This design comes from an exercise in tuning for small area, a short achievable clock period and few clock cycles per item on the open sky130 flow, not from production work. At most, simulation tests tie the RTL to the original design; equivalence was not proved.

Design math_expression_inverse, start of the top module:
module math_expression_inverse #(
  parameter int W = 32
) (
  input  logic                  clk,
  input  logic                  reset,
  input  logic                  start,
  input  logic signed [2*W+3:0] q,
  input  logic                  rmd,
  input  logic signed [W-1:0]   a,
  input  logic signed [W-1:0]   b,
  input  logic signed [W-1:0]   d,
  output logic signed [W-1:0]   c,
  output logic                  valid,
  output logic                  busy,
  output logic                  err_div0,
  output logic                  inexact,
  output logic                  ovf
);
Settings: LEC_CHECK=0, CAP_MARGIN=20, CORE_MARGIN=2, CORE_UTILIZATION=40, CTS_BUF_LIST=sky130_fd_sc_hd__clkbuf_8, SETUP_SLACK_MARGIN=4.0, SLEW_MARGIN=20; clock period 8.5 ns.
standard.sh (not shown) runs the stock make flow with config.mk's settings and CLKGATE_MAP_FILE= SYNTH_SCRIPT=/design/flow/synth_recipe.tcl, a recipe that flattens the netlist after the stock synthesis.
==> flow/flow/run.sh <==
#!/bin/bash
# The standard layout, with the port buffers made from the smallest buffer cell
# (buf_1) instead of the cell buffer_ports picks by default. Every port is still buffered.
set -euo pipefail
cd "$(dirname "$0")/.."
export BUFFER_PORTS_ARGS="-buffer_cell sky130_fd_sc_hd__buf_1"
bash standard.sh > flow_standard.log 2>&1
Edit:
--- a/flow/design.v
+++ b/flow/design.v
@@ -41,30 +41,29 @@
     ones = &(~(a ^ b) ~^ {a[W+2:0] & b[W+2:0], ci});
   endfunction
   logic [W:0]    d1_s;
   logic          d1_co;
   mei_add #(.N(W+1)) u_d1 (.a({a[W-1], a}), .b(~{b[W-1], b}), .ci(1'b1), .s(d1_s), .co(d1_co));
   localparam int NL = W + 2;
   logic [NB-1:0]    n_s;
   logic [NL-1:0]    n_lo;
   logic [NB-NL-1:0] qh, qh_p1, qh_m1, n_hi;
   logic             n_c, n_inc, n_dec, n_sg, qh_p1_co, qh_m1_co;
   mei_add #(.N(NL)) u_n (.a(qr[NL-1:0]), .b({rr, 2'b00}), .ci(1'b0), .s(n_lo), .co(n_c));
   assign qh    = qr[NB-1:NL];
+  mei_add #(.N(NB-NL)) u_np (.a(qh), .b('0), .ci(1'b1), .s(qh_p1), .co(qh_p1_co));
+  mei_add #(.N(NB-NL)) u_nm (.a(qh), .b('1), .ci(1'b0), .s(qh_m1), .co(qh_m1_co));
   assign n_inc = n_c & ~rr[W-1];
   assign n_dec = ~n_c & rr[W-1];
-  mei_add #(.N(NB-NL)) u_nh (.a(qh), .b({(NB-NL){n_dec}}), .ci(n_inc), .s(n_hi), .co(qh_p1_co));
-  assign qh_p1 = '0;
-  assign qh_m1 = '0;
-  assign qh_m1_co = 1'b0;
+  assign n_hi  = n_inc ? qh_p1 : n_dec ? qh_m1 : qh;
   assign n_s   = {n_hi, n_lo};
   assign n_sg  = qh[NB-NL-1] ^ ((~|qh) & n_dec) ^ ((&qh) & n_inc);
   logic [W+1:0] d_t;
   logic         d_t_co, first, restore, f_top, d_is1, d_is2;
   mei_add #(.N(W+2)) u_t (.a({2'b00, rr}), .b({dx[W], dx}), .ci(dc), .s(d_t), .co(d_t_co));
   assign first   = (st == FIRST);
   assign restore = first & ~d_t[W+1];
   assign f_top   = ones({4'b0000, rr}, {{3{dx[W]}}, dx}, dc);      
   assign d_is1   = (&dx[W:1]) & (dx[0] == sd);                     
   assign d_is2   = (&dx[W:2]) & (dx[1] == sd) & (dx[0] != sd);     
   logic          x1, x2;
   logic [W:0]    rsh;            
Synthesized area rises by about 2.6%.
Worst hold slack gains 0.028 ns.
Final area rose by 0.46%.
Fmax grows by about 27%.
Core utilization fell by 0.95 points.
Via count is higher by about 4.6%.
Testbench counts after the change, summed over its fixed seeds: cycles 42,890, jobs 1,920.
The RTL of the first run of this note was laid out without a check of its function.

* * *

== job 103 ==
The RTL this note starts from:
==> flow/design.v <==
module math_expression_inverse #(
  parameter int W = 32
) (
  input  logic                  clk,
  input  logic                  reset,
  input  logic                  start,
  input  logic signed [2*W+3:0] q,
  input  logic                  rmd,
  input  logic signed [W-1:0]   a,
  input  logic signed [W-1:0]   b,
  input  logic signed [W-1:0]   d,
  output logic signed [W-1:0]   c,
  output logic                  valid,
  output logic                  busy,
  output logic                  err_div0,
  output logic                  inexact,
  output logic                  ovf
);
  localparam int NB = 2*W + 6;                 
  localparam int K  = 32;                      
  localparam int NC = NB / 2;                  
  localparam int CW = $clog2(NC + 1);
  localparam logic [1:0] PREP = 2'd0, FIRST = 2'd1, RUN = 2'd2;
  logic [1:0]    st;
  logic [NB-1:0] qr;      
  logic [W-1:0]  rr;      
  logic [W:0]    dx;      
  logic [W+2:0]  d3;      
  logic          sd;      
  logic          sn;      
  logic [CW-1:0] cnt;
  logic [1:0]    r3;      
  logic          ff;      
  logic          nz;      
  logic          nz3;     
  logic [W-1:0]  qm;      
  logic          sy_r, sel_r, div0_r;
  logic dc;
  assign dc = ~sd;
  function automatic logic ones(input logic [W+3:0] a, input logic [W+3:0] b, input logic ci);
    ones = &(~(a ^ b) ~^ {a[W+2:0] & b[W+2:0], ci});
  endfunction
  logic [NB-1:0] n_s;
  logic [W:0]    d1_s;
  logic n_co, d1_co;
  mei_add #(.N(NB)) u_n (.a(qr), .b({{(NB-W-2){rr[W-1]}}, rr, 2'b00}), .ci(1'b0), .s(n_s), .co(n_co));
  mei_add #(.N(W+1)) u_d1 (.a(dx), .b(~d3[W:0]), .ci(1'b1), .s(d1_s), .co(d1_co));
  logic [K-1:0] t_top;
  logic [W+1:0] d_t;
  logic         skip;
  assign t_top = {qr[NB-1 -: 2], qr[NB-3 -: K-2] ^ {(K-2){sn}}};
  assign d_t   = {2'b00, t_top} + {dx[W], dx} + (W+2)'(dc);
  assign skip  = (st == FIRST) & d_t[W+1];
  logic          x1, x2;
  logic [W:0]    rsh;            
  logic [W+1:0]  rsh4;           
  logic [W+1:0]  df1;            
  logic [W+3:0]  dfa, dfc;       
  logic          t1, t2, t3;
  assign x1   = qr[NB-1];
  assign x2   = qr[NB-2];
  assign rsh  = {rr, x1};
  assign rsh4 = {rr, x1, x2};
  assign df1  = {1'b0, rsh} + {dx[W], dx} + (W+2)'(dc);
  assign dfa  = {2'b00, rsh4} + {{3{dx[W]}}, dx} + (W+4)'(dc);
  assign dfc  = {2'b00, rsh4} + {d3[W+2], d3} + (W+4)'(dc);
  assign t1   = ~dfa[W+3];
  assign t2   = ~df1[W+1];
  assign t3   = ~dfc[W+3];
  logic [3:0] fk;                
  assign fk[0] = ones({2'b00, rsh4}, {{3{dx[W]}}, dx}, dc);
  assign fk[1] = ones({3'b000, rsh}, {{3{dx[W]}}, dx}, dc) & x2;
  assign fk[2] = ones({2'b00, rsh4}, {d3[W+2], d3}, dc);
  assign fk[3] = ff & x1 & x2;
  logic [3:0][1:0] q3k, r3k;
  logic [3:0]      selk, syk;
  always_comb begin
    for (int k = 0; k < 4; k++) begin
      logic [3:0] t;
      logic       dl, sy_k;
      t = {r3, 2'(k)};
      case (t)
        4'd0:  {q3k[k], r3k[k]} = {2'd0, 2'd0};
        4'd1:  {q3k[k], r3k[k]} = {2'd0, 2'd1};
        4'd2:  {q3k[k], r3k[k]} = {2'd0, 2'd2};
        4'd3:  {q3k[k], r3k[k]} = {2'd1, 2'd0};
        4'd4:  {q3k[k], r3k[k]} = {2'd1, 2'd1};
        4'd5:  {q3k[k], r3k[k]} = {2'd1, 2'd2};
        4'd6:  {q3k[k], r3k[k]} = {2'd2, 2'd0};
        4'd7:  {q3k[k], r3k[k]} = {2'd2, 2'd1};
        4'd8:  {q3k[k], r3k[k]} = {2'd2, 2'd2};
        4'd9:  {q3k[k], r3k[k]} = {2'd3, 2'd0};
        4'd10: {q3k[k], r3k[k]} = {2'd3, 2'd1};
        4'd11: {q3k[k], r3k[k]} = {2'd3, 2'd2};
        default: {q3k[k], r3k[k]} = 4'd0;     
      endcase
      dl      = sn & fk[k];
      sy_k    = (sn ^ sd) | ~(nz | (k != 0) | dl);
      syk[k]  = sy_k;
      selk[k] = sy_k ? ~((r3k[k] == 2'd2) | ((r3k[k] == 2'd1) & dl))
                     :  ((r3k[k] == 2'd0) & ~dl);
    end
  end
  logic [1:0]   y;               
  logic [W-1:0] r_nx;
  assign y    = t3 ? 2'd3 : t2 ? 2'd2 : t1 ? 2'd1 : 2'd0;
  assign r_nx = t3 ? dfc[W-1:0] : t2 ? {df1[W-2:0], x2} : t1 ? dfa[W-1:0] : {rr[W-3:0], x1, x2};
  logic       qa, qb, f_nx, sy_nx, sel_nx;
  logic [1:0] r3b;
  assign {qa, qb} = q3k[y];
  assign r3b      = r3k[y];
  assign f_nx     = fk[y];
  assign sy_nx    = syk[y];
  assign sel_nx   = selk[y];
  logic nz_nx;
  assign nz_nx    = nz | (|y);
  logic [W+2:0] d3_s;
  logic         d3_co;
  mei_add #(.N(W+3)) u_d3 (.a({dx[W], dx, dc}), .b({{2{dx[W]}}, dx}), .ci(dc), .s(d3_s), .co(d3_co));
  logic last;
  assign last  = (cnt == CW'(NC));
  assign valid = busy & (((st == RUN) & div0_r) | last);
  always_ff @(posedge clk or posedge reset) begin
    if (reset) busy <= 1'b0;
    else       busy <= busy ? ~valid : start;
  end
  always_ff @(posedge clk) begin
    if (!busy) begin
      st  <= PREP;
      qr  <= {q[2*W+3], q, rmd};
      rr  <= d;
      dx  <= {a[W-1], a};
      d3  <= {{2{b[W-1]}}, b[W-1], b};
      cnt <= '0;
      r3  <= '0;
      nz  <= 1'b0;
      nz3 <= 1'b0;
      qm  <= '1;
    end else if (st == PREP) begin
      st  <= FIRST;
      qr  <= {1'b0, n_s[NB-2] ^ n_s[NB-1], n_s[NB-3:0]};
      sn  <= n_s[NB-1];
      rr  <= '0;
      sd  <= d1_s[W];
      dx  <= d1_s[W] ? d1_s : ~d1_s;
      d3  <= ~((W+3)'(3));    
    end else if (skip) begin
      st  <= RUN;
      qr  <= {qr[NB-K-1 -: 2] ^ {2{sn}}, qr[NB-K-3:0], {K{1'b0}}};
      rr  <= W'(t_top);
      cnt <= CW'(K / 2);
      ff  <= ones({2'b00, t_top}, {{3{dx[W]}}, dx}, dc);
      div0_r <= ~sd & (&dx);
      d3  <= d3_s;
    end else begin
      if (st == FIRST) begin
        div0_r <= ~sd & (&dx);
        d3  <= d3_s;
      end
      st  <= RUN;
      qr  <= {qr[NB-3 -: 2] ^ {2{sn}}, qr[NB-5:0], qa, qb};
      qm  <= (qa | qb) ? {qr[W-3:0], qb ? {qa, 1'b0} : 2'b01} : {qm[W-3:0], 2'b11};
      rr  <= r_nx;
      cnt <= cnt + CW'(1);
      r3  <= r3b;
      nz  <= nz_nx;
      nz3 <= nz3 | qa | qb;
      ff  <= f_nx;
      sy_r  <= sy_nx;
      sel_r <= sel_nx;
    end
  end
  logic         delta, inx1, inx2, hi;
  logic [W-1:0] v;
  assign delta = sn & ff;
  assign inx1  = sn ? ~ff : (|rr);
  assign inx2  = sy_r ? ~(((r3 == 2'd2) & ~delta) | ((r3 == 2'd1) & delta))
                      : ~(((r3 == 2'd1) & ~delta) | ((r3 == 2'd0) & delta));
  assign hi    = (|(qr[NB-1 -: 2] ^ {2{sn}})) | (|qr[NB-3:W]);
  assign v     = sel_r ? qm : qr[W-1:0];
  assign c        = div0_r ? '0 : (v ^ {W{sy_r}});
  assign err_div0 = div0_r;
  assign inexact  = ~div0_r & (inx1 | inx2);
  assign ovf      = ~div0_r & (hi | (v[W-1] & (~sel_r | nz3)));
endmodule
module mei_add #(
  parameter int N = 8
) (
  input  logic [N-1:0] a,
  input  logic [N-1:0] b,
  input  logic         ci,
  output logic [N-1:0] s,
  output logic         co
);
  logic [N-1:0] p0, g0, p, g;
  always_comb begin
    p0 = a ^ b;
    g0 = a & b;
    p  = p0;
    g  = g0;
    g[0] = g0[0] | (p0[0] & ci);
    for (int i = 1; i <= $clog2(N); i++)
      for (int j = 2**i - 1; j < N; j += 2**i) begin
        g[j] = g[j] | (p[j] & g[j - 2**(i-1)]);
        p[j] = p[j] & p[j - 2**(i-1)];
      end
    for (int i = $clog2(N); i > 0; i--)
      for (int j = 2**i + 2**(i-1) - 1; j < N; j += 2**i) begin
        g[j] = g[j] | (p[j] & g[j - 2**(i-1)]);
        p[j] = p[j] & p[j - 2**(i-1)];
      end
    s  = p0 ^ {g[N-2:0], ci};
    co = g[N-1];
  end
endmodule
export LEC_CHECK = 0
export CAP_MARGIN = 20
export CORE_MARGIN = 2
export CORE_UTILIZATION = 40
export SETUP_SLACK_MARGIN = 4.0
export SLEW_MARGIN = 20
create_clock -name core_clock -period 8.5 [get_ports {clk}]
run.sh (not shown) runs the stock make flow with config.mk's settings and CLKGATE_MAP_FILE= SYNTH_SCRIPT=/design/flow/synth_recipe.tcl, a recipe that flattens the netlist after the stock synthesis.
Stock flow here: none of the scripts above is used.
Job 103 completed; timing, DRC and antenna clean
Testbench counts of job 103, summed over its fixed seeds: cycles 44,605, jobs 1,920.
The following lists how job 105 was set up differently from job 103:
-- flow/design.v --
<<< job 103, line 144
      sd  <= d1_s[W];
      dx  <= d1_s[W] ? d1_s : ~d1_s;
      d3  <= ~((W+3)'(3));    
    end else if (skip) begin
      st  <= RUN;
>>> job 105, line 144
      sd  <= d1_s[W];
      dx  <= d1_s[W] ? d1_s : ~d1_s;
      d3  <= -(W+3)'(4);
    end else if (skip) begin
      st  <= RUN;
==> comparison <==
- Clock-buffer cell count of job 105 falls short of that of job 103 by a little under 10%.
- Looking at sequential share of the synthesized area, job 105 sits 0.17 points lower than job 103 does.
- Minimum hold slack in job 105 vs job 103: up 0.0041 ns
- Clock buffer count from CTS ended up 2 lower on job 105 than on job 103.
- Job 105 -> job 103: number of max-capacitance violations reported delta 0, exact match
- Worst setup path startpoint = rr[31]: job 105; worst setup path startpoint = qr[68]: job 103
- Compared to job 103, job 105 was floorplanned on a bigger die.
- Between job 103 and job 105, post-placement setup slack decreased.
- sky130_fd_sc_hd__ha_1 as the commonest non-fill, non-tap cell in the layout was reported by job 105, and sky130_fd_sc_hd__nor2_1 by job 103.
- Sort job 103 and job 105 by vertical die dimension, ascending, and job 103 comes first.
- Between job 103 and job 105, the difference in wire length after detailed routing is negligible.
- Job 105 vs job 103 on met3 routing resource usage after global routing: job 105 is the higher one.
- Of job 103 and job 105, the higher final critical path time including I/O delays and setup belongs to job 105.
Function not checked in job 105: the RTL went through the layout flow alone.

==> separate check: timing with driven ports <==
The flow's constraints put no driver on any port. The routed layouts listed below were extracted and timed again, unchanged, in two steps.
Step 1 assumes that a clkbuf_16 drives the clock port and a buf_2 every other input.
Step 2 also shifts input and output timing later by t, the mid clock arrival at the registers, as if the neighbouring blocks saw the same clock.
Slacks: no drivers / after step 1 / after step 2; pairs: no drivers / after step 1.
| run | shift t [ns] | setup WS [ns] | worst hold slack (ns) | worst setup path after step 2 |
|---|---|---|---|---|
| the first run of note 1 | 0.704 | 2.841 / 2.841 / 2.841 | 0.464 / 0.464 / 0.464 | register to register |
| the second run of note 1 | 0.693 | 4.031 / 3.975 / 3.443 | 0.493 / 0.493 / 0.493 | input to register |
| job 103 | 0.689 | 4.029 / 3.964 / 4.029 | 0.482 / 0.482 / 0.482 | register to register |
| job 105 | 0.655 | 4.020 / 4.013 / 4.020 | 0.486 / 0.486 / 0.486 | register to register |
After both steps every run listed still meets setup and hold. The setup slack of the second run of note 1, which loses most, moves by -0.056 ns with the drivers and by -0.588 ns with both steps.
